Background: an optimization exercise with open tools, aiming at small area, a short achievable clock period and few clock cycles per item. Do not read the settings as production practice.
Function was not checked in any run shown here: the RTL went through the layout flow alone.
Power is estimated from default activity; no workload was simulated.

File: design/flow/config.mk
export PLATFORM = sky130hd
export DESIGN_NAME = compression_ratio_reset_monitor_unit
export DESIGN_NICKNAME = compression_ratio_reset_monitor_unit
export VERILOG_FILES = /design/flow/design.v
export SDC_FILE = /design/flow/constraint.sdc
export NUM_CORES = 4
export LEC_CHECK = 0
export CAP_MARGIN = 20
export CORE_MARGIN = 2
export CORE_UTILIZATION = 40
export SETUP_SLACK_MARGIN = 4.5
export SLEW_MARGIN = 20
File: design/flow/constraint.sdc
create_clock -name core_clock -period 9.0 [get_ports {aclk}]
set_input_delay 1.8000 -clock core_clock [delete_from_list [all_inputs] [get_ports {aclk}]]
set_output_delay 1.8000 -clock core_clock [all_outputs]
set_load 0.01 [all_outputs]
File: design/flow/design.v
`timescale 1ns / 1ps
`default_nettype none
package crrm_pkg;
    localparam int COUNT_BITS   = 32;
    localparam int FRAC_BITS    = 16;
    localparam int RATIO_BITS   = FRAC_BITS + 3;
    localparam int GAIN_BITS    = 16;
    localparam int PAGES_BITS   = 7;
    localparam int ADDR_BITS    = 5;
    localparam int DATA_BITS    = 32;
    localparam int INDEX_BITS   = 3;
    localparam int SLOW_GAIN_INIT   = 33;
    localparam int FAST_GAIN_INIT   = 3277;
    localparam int RATIO_LIMIT_INIT = 52429;
    localparam int WARMUP_INIT      = 64;
    localparam logic [INDEX_BITS-1:0] REG_RESET_ENABLE = 3'd0;
    localparam logic [INDEX_BITS-1:0] REG_SLOW_GAIN    = 3'd1;
    localparam logic [INDEX_BITS-1:0] REG_FAST_GAIN    = 3'd2;
    localparam logic [INDEX_BITS-1:0] REG_RATIO_LIMIT  = 3'd3;
    localparam logic [INDEX_BITS-1:0] REG_WARMUP_PAGES = 3'd4;
    localparam int DIV_K      = 2;
    localparam int DIV_CYC    = (RATIO_BITS + 1 + DIV_K - 1) / DIV_K;
    localparam int DIV_STEPS  = DIV_K * DIV_CYC;
    localparam int DIV_SHIFT  = DIV_STEPS - FRAC_BITS;
    localparam int REM_BITS   = COUNT_BITS + DIV_SHIFT + 1;
    localparam int MUL_B      = 2;
    localparam int MUL_CYC    = GAIN_BITS / MUL_B;
endpackage
`default_nettype wire
`timescale 1ns / 1ps
`timescale 1ns / 1ps
`timescale 1ns / 1ps
`timescale 1ns / 1ps
`default_nettype none
module compression_ratio_reset_monitor_unit (
    input  wire logic                               aclk,
    input  wire logic                               aresetn,
    input  wire logic                               s_valid,
    output logic                                    s_ready,
    input  wire logic [63:0]                        s_data,
    output logic                                    m_valid,
    input  wire logic                               m_ready,
    output logic [57:0]                             m_data,
    input  wire logic                               psel,
    input  wire logic                               penable,
    input  wire logic                               pwrite,
    input  wire logic [crrm_pkg::ADDR_BITS-1:0]     paddr,
    input  wire logic [crrm_pkg::DATA_BITS-1:0]     pwdata,
    output logic [crrm_pkg::DATA_BITS-1:0]          prdata,
    output logic                                    pready
);
    localparam int RB  = crrm_pkg::RATIO_BITS;
    localparam int CB  = crrm_pkg::COUNT_BITS;
    localparam int K   = crrm_pkg::DIV_K;
    localparam int NS  = crrm_pkg::DIV_STEPS;
    localparam int NC  = crrm_pkg::DIV_CYC;
    localparam int SH  = crrm_pkg::DIV_SHIFT;
    localparam int W   = crrm_pkg::REM_BITS;
    localparam int MB  = crrm_pkg::MUL_B;
    localparam int MC  = crrm_pkg::MUL_CYC;
    localparam int DCB = $clog2(NC);
    localparam int MCB = $clog2(MC + 1);
    logic                              re_q;
    logic [crrm_pkg::GAIN_BITS-1:0]    sg_q;
    logic [crrm_pkg::GAIN_BITS-1:0]    fg_q;
    logic [RB-1:0]                     lim_q;
    logic [crrm_pkg::PAGES_BITS-1:0]   wu_q;
    logic [crrm_pkg::INDEX_BITS-1:0]   reg_index;
    logic                              cfg_write;
    assign pready    = 1'b1;
    assign reg_index = paddr[crrm_pkg::ADDR_BITS-1:2];
    assign cfg_write = psel && penable && pwrite;
    always_ff @(posedge aclk) begin
        if (!aresetn) begin
            re_q  <= 1'b0;
            sg_q  <= crrm_pkg::GAIN_BITS'(crrm_pkg::SLOW_GAIN_INIT);
            fg_q  <= crrm_pkg::GAIN_BITS'(crrm_pkg::FAST_GAIN_INIT);
            lim_q <= RB'(crrm_pkg::RATIO_LIMIT_INIT);
            wu_q  <= crrm_pkg::PAGES_BITS'(crrm_pkg::WARMUP_INIT);
        end else if (cfg_write) begin
            case (reg_index)
                crrm_pkg::REG_RESET_ENABLE: re_q  <= pwdata[0];
                crrm_pkg::REG_SLOW_GAIN:    sg_q  <= pwdata[crrm_pkg::GAIN_BITS-1:0];
                crrm_pkg::REG_FAST_GAIN:    fg_q  <= pwdata[crrm_pkg::GAIN_BITS-1:0];
                crrm_pkg::REG_RATIO_LIMIT:  lim_q <= pwdata[RB-1:0];
                crrm_pkg::REG_WARMUP_PAGES: wu_q  <= pwdata[crrm_pkg::PAGES_BITS-1:0];
                default: begin
                end
            endcase
        end
    end
    always_comb begin
        case (reg_index)
            crrm_pkg::REG_RESET_ENABLE: prdata = crrm_pkg::DATA_BITS'(re_q);
            crrm_pkg::REG_SLOW_GAIN:    prdata = crrm_pkg::DATA_BITS'(sg_q);
            crrm_pkg::REG_FAST_GAIN:    prdata = crrm_pkg::DATA_BITS'(fg_q);
            crrm_pkg::REG_RATIO_LIMIT:  prdata = crrm_pkg::DATA_BITS'(lim_q);
            crrm_pkg::REG_WARMUP_PAGES: prdata = crrm_pkg::DATA_BITS'(wu_q);
            default:                    prdata = '0;
        endcase
    end
    logic [CB-1:0]   prev_in_q;
    logic [CB-1:0]   prev_out_q;
    logic [W-1:0]    rem_q;         
    logic [CB-1:0]   den_q;
    logic [NS-1:0]   quo_q;
    logic [DCB-1:0]  dcnt_q;
    logic            dbusy_q;       
    logic            dspec_q;       
    logic            qfull_q;       
    logic [RB-1:0]   ratio_q;
    logic [RB-1:0]   sdiff_q;
    logic [RB-1:0]   fdiff_q;
    logic [RB-1:0]   sacc_q;
    logic [RB-1:0]   facc_q;
    logic            sup_q;
    logic            fup_q;
    logic            early_q;       
    logic [MCB-1:0]  mcnt_q;
    logic            mbusy_q;
    logic [RB-1:0]   savg_q;
    logic [RB-1:0]   favg_q;
    logic            clr_q;         
    logic [crrm_pkg::PAGES_BITS-1:0] pages_q;
    logic            mvalid_q;
    logic            ce_q;          
    assign m_valid = mvalid_q;
    assign m_data  = {ratio_q, savg_q, favg_q, clr_q};
    logic [W-1:0]    dvs;
    logic [W-1:0]    rem_step [K:K];
    logic [K-1:0]    qbits;
    assign dvs = W'({den_q, SH'(0)});
    logic [W-1:0]    dvs_m;         
    logic            dvs_c;         
    logic [W-1:0]    r1;
    logic [W-1:0]    cand_x_n;      
    logic [W-1:0]    cand_x_p;
    logic [W-1:0]    cand_y;
    logic [W-1:0]    cand_n;
    logic [W-1:0]    cand_p;
    logic [W-1:0]    r2;
    function automatic logic [W-1:0] add3(input logic [W-1:0] x,
                                          input logic [W-1:0] y,
                                          input logic [W-1:0] z);
        logic [W-1:0] sv;
        logic [W-1:0] cv;
        sv = x ^ y ^ z;
        cv = {((x[W-2:0] & y[W-2:0]) | (x[W-2:0] & z[W-2:0]) | (y[W-2:0] & z[W-2:0])), 1'b0};
        add3 = sv + cv;
    endfunction
    assign dvs_c    = !rem_q[W-1];
    assign dvs_m    = dvs ^ {W{dvs_c}};
    assign r1       = {rem_q[W-2:0], 1'b0} + dvs_m + W'(dvs_c);
    assign cand_y   = {dvs_m[W-2:0], 1'b0};
    assign cand_x_n = {rem_q[W-3:0], dvs_c, 1'b1};
    assign cand_x_p = {rem_q[W-3:0], dvs_c, 1'b0};
    assign cand_n   = add3(cand_x_n, cand_y, ~dvs);
    assign cand_p   = add3(cand_x_p, cand_y, dvs);
    assign r2       = r1[W-1] ? cand_p : cand_n;
    assign qbits    = {!r1[W-1], !r2[W-1]};
    assign rem_step[K] = r2;
    logic            m_free;
    logic            q_take;
    logic            last_cyc;
    logic            step_en;
    logic            dload;
    logic            accept;
    logic            succ_acc;
    logic [RB-1:0]   qratio;
    logic [CB-1:0]   ld_num;
    logic [CB-1:0]   ld_den;
    logic [RB-1:0]   eff_savg;
    logic [RB-1:0]   eff_favg;
    logic            warm;
    logic            early_clr;
    logic            qratio_gt;
    logic            rgt_q;         
    logic            commit;
    assign ld_num   = s_data[CB-1:0] - prev_out_q;
    assign ld_den   = s_data[2*CB-1:CB] - prev_in_q;
    assign warm     = (pages_q >= wu_q);
    assign eff_savg = clr_q ? '0 : savg_q;
    assign eff_favg = clr_q ? '0 : favg_q;
    assign qratio   = (|quo_q[NS-1:RB]) ? {RB{1'b1}} : quo_q[RB-1:0];
    assign m_free    = !mbusy_q && (!mvalid_q || m_ready);
    assign q_take    = qfull_q && m_free && !ce_q;
    assign qratio_gt = (qratio > lim_q);
    assign early_clr = re_q && warm && qratio_gt;
    assign last_cyc  = (dcnt_q == DCB'(NC - 1));
    assign step_en   = dbusy_q && !ce_q && (!qfull_q || q_take) && !(dspec_q && last_cyc);
    assign s_ready   = dbusy_q && dspec_q && !qfull_q && !ce_q;
    assign accept    = s_valid && s_ready;
    assign dload     = s_valid && !ce_q && (!dbusy_q || (step_en && last_cyc));
    assign succ_acc  = qfull_q || (dbusy_q && !dspec_q);
    assign commit    = mbusy_q && (mcnt_q == MCB'(MC));
    logic [RB+1:0]    ssum;
    logic [RB+1:0]    fsum;
    logic [RB-1:0]    snew;
    logic [RB-1:0]    fnew;
    logic             clr;
    logic [MB-1:0]    sg_chunk;
    logic [MB-1:0]    fg_chunk;
    logic             lt32;
    assign sg_chunk = sg_q[MB*32'(mcnt_q[MCB-2:0]) +: MB];
    assign fg_chunk = fg_q[MB*32'(mcnt_q[MCB-2:0]) +: MB];
    function automatic logic [RB+1:0] avg_alu(input logic          entry,
                                              input logic          last,
                                              input logic [RB-1:0] q,
                                              input logic [RB-1:0] avg,
                                              input logic [RB-1:0] acc,
                                              input logic [RB-1:0] d,
                                              input logic [1:0]    g,
                                              input logic          neg);
        logic [RB+1:0] a;
        logic [RB+1:0] b;
        logic [RB+1:0] c;
        logic [RB+1:0] sv;
        logic [RB+1:0] cv;
        logic          ci;
        if (entry) begin
            a  = {2'b00, q};
            b  = ~{2'b00, avg};
            c  = '0;
            cv = '0;
            ci = 1'b1;
        end else if (last) begin
            a  = {2'b00, avg};
            b  = {2'b00, acc ^ {RB{neg}}};
            c  = '0;
            cv = '0;
            ci = neg;
        end else begin
            a  = {2'b00, acc};
            b  = g[0] ? {2'b00, d} : '0;
            c  = g[1] ? {1'b0, d, (g[0] && neg)} : {{(RB+1){1'b0}}, (g[0] && neg)};
            cv = {{(RB+1){1'b0}}, (g[1] && neg)};
            ci = g[1] && neg;
        end
        sv = a ^ b ^ c;
        cv = cv | {((a[RB:0] & b[RB:0]) | (a[RB:0] & c[RB:0]) | (b[RB:0] & c[RB:0])), 1'b0};
        avg_alu = sv + cv + (RB+2)'(ci);
    endfunction
    assign ssum = avg_alu(!mbusy_q, commit, qratio, eff_savg, sacc_q, sdiff_q, sg_chunk, !sup_q);
    assign fsum = avg_alu(!mbusy_q, commit, qratio, eff_favg, facc_q, fdiff_q, fg_chunk, !fup_q);
    assign snew = !warm ? ratio_q : ssum[RB-1:0];
    assign fnew = !warm ? ratio_q : fsum[RB-1:0];
    localparam int TB = RB + 4;
    function automatic logic [2*TB-1:0] csa(input logic [TB-1:0] x,
                                            input logic [TB-1:0] y,
                                            input logic [TB-1:0] z,
                                            input logic          c0);
        csa = {((x[TB-2:0] & y[TB-2:0]) | (x[TB-2:0] & z[TB-2:0]) | (y[TB-2:0] & z[TB-2:0])), c0,
               x ^ y ^ z};
    endfunction
    logic [TB-1:0] t_fa;
    logic [TB-1:0] t_fxa;
    logic [TB-1:0] t_sxa;
    logic [TB-1:0] t_fx;
    logic [TB-1:0] t_sa;
    logic [TB-1:0] t_sa2;
    logic [TB-1:0] t_sx;
    logic [TB-1:0] t_sx2;
    logic [2*TB-1:0] l1a;
    logic [2*TB-1:0] l1b;
    logic [2*TB-1:0] l2;
    logic [2*TB-1:0] l3;
    logic [TB-1:0] t_sum;
    assign t_fa  = {3'b000, eff_favg, 1'b0};
    assign t_fxa = {4'b0000, facc_q} ^ {TB{!fup_q}};
    assign t_sxa = {4'b0000, sacc_q} ^ {TB{!sup_q}};
    assign t_fx  = {t_fxa[TB-2:0], 1'b0};
    assign t_sa  = ~{4'b0000, eff_savg};
    assign t_sa2 = ~{3'b000, eff_savg, 1'b0};
    assign t_sx  = ~t_sxa;
    assign t_sx2 = ~{t_sxa[TB-2:0], 1'b0};
    assign l1a   = csa(t_fa, t_fx, t_sa, !fup_q);
    assign l1b   = csa(t_sa2, t_sx, t_sx2, !fup_q);
    assign l2    = csa(l1a[TB-1:0], l1a[2*TB-1:TB], l1b[TB-1:0], sup_q);
    assign l3    = csa(l2[TB-1:0], l2[2*TB-1:TB], l1b[2*TB-1:TB], sup_q);
    assign t_sum = l3[TB-1:0] + l3[2*TB-1:TB] + TB'(sup_q);
    assign lt32  = !t_sum[TB-1];
    assign clr   = re_q && warm && (lt32 || rgt_q);
    always_ff @(posedge aclk) begin
        if (ce_q) begin
            if (succ_acc) begin
                rem_q <= W'(prev_out_q);
                den_q <= prev_in_q;
            end
        end else if (dload) begin
            rem_q <= W'(ld_num);
            den_q <= ld_den;
        end else if (step_en) begin
            rem_q <= rem_step[K];
        end
        if (step_en) begin
            quo_q <= {quo_q[NS-K-1:0], qbits};
        end
        if (q_take) begin
            ratio_q <= qratio;
            rgt_q   <= qratio_gt;
            sup_q   <= !ssum[RB+1];
            fup_q   <= !fsum[RB+1];
            sdiff_q <= ssum[RB-1:0] ^ {RB{ssum[RB+1]}};
            fdiff_q <= fsum[RB-1:0] ^ {RB{fsum[RB+1]}};
            sacc_q  <= '0;
            facc_q  <= '0;
        end else if (mbusy_q && !commit) begin
            sacc_q  <= ssum[RB+1:MB];
            facc_q  <= fsum[RB+1:MB];
        end
        if (commit) begin
            savg_q <= snew;
            favg_q <= fnew;
        end
    end
    always_ff @(posedge aclk) begin
        if (!aresetn) begin
            prev_in_q  <= '0;
            prev_out_q <= '0;
            dbusy_q    <= 1'b0;
            dspec_q    <= 1'b0;
            qfull_q    <= 1'b0;
            dcnt_q     <= '0;
            mbusy_q    <= 1'b0;
            mcnt_q     <= '0;
            early_q    <= 1'b0;
            clr_q      <= 1'b1;
            pages_q    <= '0;
            mvalid_q   <= 1'b0;
            ce_q       <= 1'b0;
        end else begin
            ce_q <= 1'b0;
            if (q_take) begin
                qfull_q <= 1'b0;
            end
            if (ce_q) begin
                if (succ_acc) begin
                    dbusy_q <= 1'b1;
                    dspec_q <= 1'b0;
                    qfull_q <= 1'b0;
                    dcnt_q  <= '0;
                end else begin
                    prev_in_q  <= '0;
                    prev_out_q <= '0;
                    dbusy_q    <= 1'b0;
                end
            end else begin
                if (step_en) begin
                    dcnt_q <= dcnt_q + 1'b1;
                    if (last_cyc) begin
                        qfull_q <= 1'b1;
                        dbusy_q <= 1'b0;
                    end
                end
                if (dbusy_q && dspec_q && !s_valid) begin
                    dbusy_q <= 1'b0;
                end
                if (dload) begin
                    dbusy_q <= 1'b1;
                    dspec_q <= 1'b1;
                    dcnt_q  <= '0;
                end
                if (accept) begin
                    dspec_q    <= 1'b0;
                    prev_in_q  <= s_data[2*CB-1:CB];
                    prev_out_q <= s_data[CB-1:0];
                end
            end
            if (q_take) begin
                mbusy_q <= 1'b1;
                mcnt_q  <= '0;
                early_q <= early_clr;
                if (early_clr) begin
                    ce_q <= 1'b1;
                end
            end else if (mbusy_q) begin
                mcnt_q <= mcnt_q + 1'b1;
            end
            if (commit) begin
                mbusy_q  <= 1'b0;
                mvalid_q <= 1'b1;
                clr_q    <= clr;
                if (clr) begin
                    pages_q <= '0;
                    if (!early_q) begin
                        ce_q <= 1'b1;
                    end
                end else if (pages_q != {crrm_pkg::PAGES_BITS{1'b1}}) begin
                    pages_q <= pages_q + 1'b1;
                end
            end else if (m_ready) begin
                mvalid_q <= 1'b0;
            end
        end
    end
endmodule
`default_nettype wire
File: design/flow/run.sh
#!/bin/bash
# synth_recipe.tcl (not shown) runs the flow's synth.tcl, then flattens the netlist and writes it again
# the make line also repeats each setting of config.mk as NAME=value (left out here)
make -C /OpenROAD-flow-scripts/flow DESIGN_CONFIG=/design/flow/config.mk WORK_HOME=/design/flow/orfs CLKGATE_MAP_FILE= SYNTH_SCRIPT=/design/flow/synth_recipe.tcl finish
==> flow_summary.yaml, run 1 <==
run_status:
  status: "no timing/DRC/antenna violations"
synthesis:
  synth_cell_types: 84
  synth_ff_type: "edfxtp_1"
  netlist_instances: 3683
  synth-edff-count: 187
  async_flop_share: 0
  ys_ff_latch: 371
  yosys_warnings: 2
  ys_seq_area_frac: 0.286
  synth_area_um2: 32500
  synth.avg_cell_area_um2: 8.83
global_route:
  grt_max_degree: 77
  overflow: 0
  grt_pass1_wl_um: 153000
  gr-usage-all-layers: 0.234
  antenna_found_initial: 1
  grt_pass1_vias: 27600
timing:
  post-route-period-util: 0.586
  finalMaxSlewViolations: 0
  final.setup.worst_slack_ns: 3.73
  slew_headroom: 0.315
  fin_crit_ns: 5.27
  tightest_slew_ns: 1.03
  fmax_mhz: 190
  finalHoldViolCount: 0
  setup_tns_ns: 0
  fin_skew_ns: 0.0660
  finalSetupViolations: 0
  rsz0062_at_grt: "true"
layout:
  syn2layout_area_growth_pct: 27.2
  layout.nets: 4507
  fin_util: 0.514
  antenna_cells: 0
  layout-drive-gt1-share: 0.193
power_and_ir_drop:
  finalPower_mw: 13.5
  ir_drop_mv: 0.464
  powerDensity_nw_per_um2: 326
  p_leak_nw: 17.3
clock_tree:
  cts_max_path_buffers: 3
  cts-root-buf: "clkbuf_16"
  cts_sinks: 371
  clkLatencyLatePin_ns: 0.63
  cts_tree: "built"
  cts_made_buffers: 46
  cts.reportedPaths.clkPinSlew_ns: 0.07
  htree_num_levels: 2
  hold_buffers: 0
job:
  cap_violations: 0
routing:
  detail_route.first_pass.iterations: 6
  drc: 0
  vias: 27400
  wirelength_um: 99100
  drtIter0Drc: 1861
  drtAntennaViolNets: 0
  avgRoutedWirePerCell_um: 19.6
  routed_via_density: 5.43
worst_setup_path:
  crit_chain: "buf_6 -> mux4_2 -> mux2_4 -> nand3_2 -> o211ai_1 -> o21ai_1 -> fa_1 -> fa_2 -> fa_2 -> nor2b_2 -> o21ai_2 -> a21boi_2 -> o21ai_2 -> a21oi_2 -> a21oi_4 -> a31oi_4 -> and4_4 -> a2111oi_4 -> xnor2_4 -> buf_12 -> xor2_1"
  startpoint_type: "flop"
  worst_path_max_delay_cell: "mux4_2"
  critical_path_required_ns: 9.47
  arrival_ns: 5.74
  critPathTopFamily: "adder cells"
  path_buf_inv: 2
  crit_path_max_incr_delay_ns: 0.54
  worst-setup-path-type: "flop to flop"
  critPathCaptureType: "flop"
  critPathMaxFanout: 11
placement:
  finalWeightedCongestion: 0.878
  pre_cts_ws_ns: 1.84
  port-buffer-count: 171
  hpwl_um: 68400
floorplanning:
  num_io_pins: 201
  die_h_um: 289
  initial_core_util: 0.404
  die_area_um2: 83600
  rows: 104
  die_x_um: 289
  core-area_um2: 80500
min_path:
  hp-class: "flop to flop"
## where the power goes
part	switching [mW]	internal (mW)	total (mW)	leakage [nW]
Combinational	5.21	4.22	9.43	13.3
Sequential	0.0901	2.07	2.16	3.23
Clock	0.828	1.08	1.91	0.760
## per-stage QoR
stage | std cells | area [um2] | hold WS [ns]
final | 5053 | 41400 | 0.443
after global routing | 5053 | 41400 | 0.448
after CTS | 5001 | 39900 | 0.440
after detailed placement | 4787 | 35400 | 0.424
after global placement | 4787 | 35400 | 0.420
after floorplan | 3695 | 32900 | 0.417
## area by class of cell
cell class	instances	area, um2
fillers	7307	39200
multi-input cells	2715	23700
flip-flops and latches	371	9320
repair buffers	379	3790
inverters	441	1670
clock buffers	64	1340
well taps	1060	1330
clock inverters	21	196
repair inverters	2	15.0
## cells in the final DEF, fill, tap and decap left out, types with 34 or more instances in the layout
cell             instances
clkbuf_16               49
xnor2_1                114
xor2_1                  77
fa_1                   169
xnor2_2                 38
buf_4                  133
edfxtp_1               187
a21boi_0                38
nand2_1                406
a22o_1                 100
a211oi_1                43
a21oi_1                179
clkdlybuf4s50_1        139
dfxtp_1                178
nand3_1                 47
and2_1                  34
inv_1                  421
nor2_1                 191
buf_6                   48
ha_1                   222
o21ai_0                137
nor2b_1                 37
nand2b_1                49
a21o_1                 122
## what timing repair did
| item | CTS | global route |
|---|---|---|
| gates cloned | 15 | 0 |
| pin swaps | 125 | 134 |
| buffers inserted | 114 | 52 |
| setup endpoints to repair | 253 | 184 |
| gates resized for setup | 474 | 196 |
## registers in the layout, indices dropped and copies added (netlist names), 16 cells and up
register    flops
sacc_q         19
facc_q         19
quo_q          20
den_q          32
prev_out_q     32
prev_in_q      32
sdiff_q        19
fg_q           16
rem_q          37
savg_q         19
fdiff_q        19
favg_q         19
ratio_q        19
sg_q           16
lim_q          19
## per-layer routing
layer | share of wire | wire length, um | GRT usage
met4 | 0.038 | 3790 | 0.0914
met1 | 0.42 | 41500 | 0.296
met5 | 0.00014 | 14 | 0
met3 | 0.060 | 5920 | 0.0384
met2 | 0.48 | 47900 | 0.400
## final timing paths
check                           slack (ns)  cells after the start    endpoint       from
worst min-delay path                  0.44                      0   quo_q[18]  quo_q[16]
worst max-delay path                  3.73                     21  fdiff_q[0]  mcnt_q[0]
worst max register to register        3.73                     21  fdiff_q[0]  mcnt_q[0]
worst min register to register        0.44                      0   quo_q[18]  quo_q[16]
## kinds of logic (layout without fill, tap and decap cells)
group                      Yosys count  in the layout  synth area share
buffers and inverters              613            907            0.0730
and+or+nand+nor                    970            973             0.137
muxes                               54             55            0.0205
DFF                                371            371             0.286
AOI/OAI and AO/OA                  965            965             0.200
adders and majority gates          444            444             0.212
xor gates and xnor gates           264            264            0.0713
other                                2             14          0.000231
## cells in the mapped netlist, types with 8 or more instances
library cell / instances / area share
buf_4: 16 / 0.0037
and2_1: 34 / 0.0065
o221ai_1: 8 / 0.0022
o21bai_1: 20 / 0.0046
a31oi_1: 37 / 0.0071
xnor2_1: 168 / 0.045
fa_1: 180 / 0.11
or3_1: 10 / 0.0019
edfxtp_1: 187 / 0.17
a22o_1: 100 / 0.027
nand3_1: 49 / 0.0075
buf_2: 9 / 0.0014
or2_2: 27 / 0.0052
a21o_1: 122 / 0.028
o21a_1: 28 / 0.0065
inv_1: 439 / 0.051
nand4_1: 16 / 0.0031
o211ai_1: 21 / 0.0048
mux4_2: 8 / 0.0055
buf_1: 18 / 0.0021
o31ai_1: 14 / 0.0032
clkbuf_1: 129 / 0.015
a21boi_0: 46 / 0.011
nor2b_1: 51 / 0.0098
and3_1: 19 / 0.0037
nor3_1: 40 / 0.0062
a21oi_1: 216 / 0.033
o21ai_0: 182 / 0.028
nand2_1: 424 / 0.049
mux2_2: 21 / 0.0073
a22oi_1: 20 / 0.0046
xor2_1: 95 / 0.026
dfxtp_1: 184 / 0.11
mux2i_1: 25 / 0.0077
ha_1: 263 / 0.10
nor2_1: 209 / 0.024
nand2b_1: 55 / 0.011
a211oi_1: 56 / 0.013
and4_1: 12 / 0.0032
a221oi_1: 8 / 0.0022
a31o_2: 16 / 0.0043
==> run 2, diff against run 1 <==
--- a/design/flow/config.mk
+++ b/design/flow/config.mk
@@ -10,3 +10,3 @@
 export CORE_UTILIZATION = 40
-export SETUP_SLACK_MARGIN = 4.5
+export SETUP_SLACK_MARGIN = 4.0
 export SLEW_MARGIN = 20
==> run 2 against run 1 <==
Against the previous run: largest power group unchanged; worst hold slack got worse by 0.0063 ns; maximum frequency fell by 2.0%; combinational power fell by 13%; area after synthesis did not move; highest routed layer is now met4; sequential cell count did not move; global-route usage fell by 0.81 points; wire length fell by 2.9%; largest cell class unchanged; non-clock buffer count fell by 72; final cell count fell by 1.4%; die area did not move; register-to-register slack got worse by 0.11 ns; first-iteration DRC count rose by 1.0%; still clean.
==> flow_summary.yaml, run 2 <==
run_status:
  status: "no timing/DRC/antenna violations"
synthesis:
  yosysTopAreaCell: "edfxtp_1"
  synth-edff-count: 187
  yosysMostFrequentCell: "inv_1"
  synth_ff_type: "edfxtp_1"
  synth_area_um2: 32500
  ys_top_cells_by_count: "439 x inv_1, 424 x nand2_1, 263 x ha_1"
  yosys_warnings: 2
  synth_cell_types: 84
  synth.avg_cell_area_um2: 8.83
  netlist.area_leader.share: 0.173
  yosys-top-cells-area: "edfxtp_1 17%, dfxtp_1 11%, fa_1 11%"
  ys_seq_area_frac: 0.286
  async_flop_share: 0
  ys_ff_latch: 371
  netlist_instances: 3683
worst_setup_path:
  r2r-end: "sdiff_q[7]"
  crit_chain: "buf_12 -> mux4_2 -> mux2i_4 -> buf_6 -> buf_8 -> buf_4 -> nor2_1 -> a211oi_2 -> a21o_1 -> fa_1 -> inv_1 -> ha_1 -> a21o_1 -> a21oi_1 -> o21ai_2 -> o21ai_2 -> nand2b_1 -> a21o_1 -> a41o_1 -> o41ai_4 -> xnor2_2 -> buf_4 -> clkbuf_16 -> xor2_1"
  worst-setup-path-type: "flop to flop"
  reg2reg_from: "mcnt_q[0]"
  r2r_slack_ns: 3.62
  startpoint_type: "flop"
  crit_path_start: "mcnt_q[0]"
  critical_path_required_ns: 9.36
  critPathMaxFanout: 7
  endpoint: "sdiff_q[7]"
  critPathCaptureType: "flop"
  ff2ff_path_depth: 24
  arrival_ns: 5.73
  worst_path_max_delay_cell: "mux4_2"
  path_common_cell: "a21o_1"
  crit_path_max_incr_delay_ns: 0.54
job:
  cap_violations: 0
timing:
  fin_skew_ns: 0.0651
  rsz0062_at_grt: "true"
  finalHoldViolCount: 0
  slew_headroom: 0.249
  finalSetupViolations: 0
  post-route-period-util: 0.598
  fin_crit_ns: 5.38
  setup_tns_ns: 0
  finalMaxSlewViolations: 0
  tightest_slew_ns: 1.12
  fmax_mhz: 186
clock_tree:
  cts_sinks: 371
  cts.reportedPaths.clkPinSlew_ns: 0.07
  cts_made_buffers: 47
  cts_max_path_buffers: 3
  cts_tree: "built"
  htree_num_levels: 2
  cts-root-buf: "clkbuf_16"
  hold_buffers: 0
  clkLatencyLatePin_ns: 0.62
routing:
  drtAntennaViolNets: 0
  vias: 26800
  detail_route.first_pass.iterations: 5
  routed_via_density: 5.37
  avgRoutedWirePerCell_um: 19.3
  drtIter0Drc: 1880
  wirelength_um: 96200
  drc: 0
placement:
  port-buffer-count: 171
  dp.cells: 4789
  hpwl_um: 67700
  finalWeightedCongestion: 0.892
  placed_cell_area_um2: 35300
global_route:
  overflow: 0
  grt_max_degree: 77
  grt_pass1_wl_um: 148000
  gr-usage-all-layers: 0.226
  grt_pass1_vias: 26500
  antenna_found_initial: 2
layout:
  largest_reg_flops: 37
  layout.nets: 4433
  final_cell_mix: "432 x inv_1, 420 x nand2_1, 258 x ha_1"
  final_common_cell: "inv_1"
  largest-register: "rem_q"
  syn2layout_area_growth_pct: 20.6
  final_area_um2: 39200
  fin_cells: 4982
  layout-drive-gt1-share: 0.121
floorplanning:
  core-area_um2: 80500
  die_x_um: 289
  initial_core_util: 0.404
  die_h_um: 289
  die_area_um2: 83600
  num_io_pins: 201
  rows: 104
min_path:
  hp-class: "flop to flop"
  min_path_cells: 0
  hp-start: "quo_q[17]"
power_and_ir_drop:
  ir_drop_mv: 0.243
  finalPower_mw: 12.3
  p_leak_nw: 16.6
  powerDensity_nw_per_um2: 313
## run 2: cell types whose count changed in the layout (fill, tap and decap cells not counted), moves of 18 or more
cell | previous run | this run
ha_1 | 222 | 258
o21ai_0 | 137 | 159
a21oi_2 | 32 | 13
a21oi_1 | 179 | 203
buf_4 | 133 | 92
xnor2_1 | 114 | 142
ha_4 | 28 | 5
xnor2_2 | 38 | 20
buf_6 | 48 | 13
## run 2: repair_timing
| item | in CTS | in global routing |
|---|---|---|
| endpoints found under the setup margin | 192 | 141 |
| gates resized for setup | 192 | 107 |
| pin swaps | 33 | 52 |
| buffers inserted | 63 | 27 |
| cloned | 11 | 3 |
## run 2: worst min-delay path by stage
stage	end	slack, ns
2_1_floorplan	quo_q[10]	0.42
3_3_place_gp	quo_q[19]	0.42
3_5_place_dp	quo_q[19]	0.42
4_1_cts	quo_q[19]	0.44
5_1_grt	quo_q[19]	0.44
6_report	quo_q[19]	0.44
## run 2: report_power, final
group,switching [mW],internal [mW],leakage (nW)
sequential,0.0875,2.07,3.23
clock,0.816,1.13,0.786
combinational,4.70,3.46,12.6
## run 2: routing by layer
metal,global-route usage,vias up,wire length (um)
met1,0.290,12800,40900
met3,0.0374,150,6200
met2,0.392,760,46500
met5,0,-,0
met4,0.0661,0,2550
li1,-,13100,-
## run 2: layout make-up
class | instances | area [um2]
Timing Repair inverter | 1 | 7.51
Tap cell | 1060 | 1330
Inverter | 441 | 1660
Timing Repair Buffer | 307 | 3220
Clock inverter | 21 | 236
Multi-Input combinational cell | 2713 | 22100
Antenna cell | 1 | 2.50
Sequential cell | 371 | 9320
Clock buffer | 67 | 1370
Fill cell | 7653 | 41300
## run 2: critical path: cells and delay by family, from the launching register on
kind | cells | cell delay, ns
buffers and inverters | 7 | 0.94
and+or+nand+nor | 2 | 0.18
DFF | 1 | 0.38
xor gates and xnor gates | 2 | 0.26
AOI/OAI and AO/OA | 9 | 1.97
adders and majority gates | 2 | 0.52
muxes | 2 | 0.82
## run 2: metrics by stage
step	utilization	setup WS (ns)	hold WS (ns)
after global placement	0.438	1.88	0.419
final	0.487	3.62	0.436
after floorplan	-	4.00	0.417
after CTS	0.476	3.74	0.437
after global routing	0.487	3.53	0.445
after detailed placement	0.438	1.84	0.423
## run 2: kinds of logic after synthesis
logic type,count (synthesis),share of synthesized area
other cells,2,0.000231
xor+xnor,264,0.0713
compound gates,965,0.200
fa+ha+maj,444,0.212
mux,54,0.0205
flops,371,0.286
simple gates,970,0.137
buf+inv,613,0.0730

-- port drivers added, routing unchanged --
The results above use ideal ports. As a check the final layouts listed here were re-extracted and re-timed, cells and wires unchanged. Step 1: set_driving_cell puts a clkbuf_16 on aclk and a buf_2 on each other input, an assumption about the parent block. Step 2 moves the port delays by t, midway between the first and last clock arrival at a register: inputs arrive t later, outputs are due t later. That takes back most of the time a late clock gives input paths. a / b / c = ideal / step 1 / step 2; a / b = the first two.
run	t (ns)	setup slack, ns	slew at the worst register clock pin (ns)
run 1	0.656	3.729 / 3.729 / 3.729	0.07 / 0.07
run 2	0.656	3.622 / 3.622 / 3.453	0.07 / 0.07
After both steps every run listed still meets setup and hold. The setup slack of run 2, which loses most, moves by 0.000 ns with the drivers and by -0.169 ns with both steps.
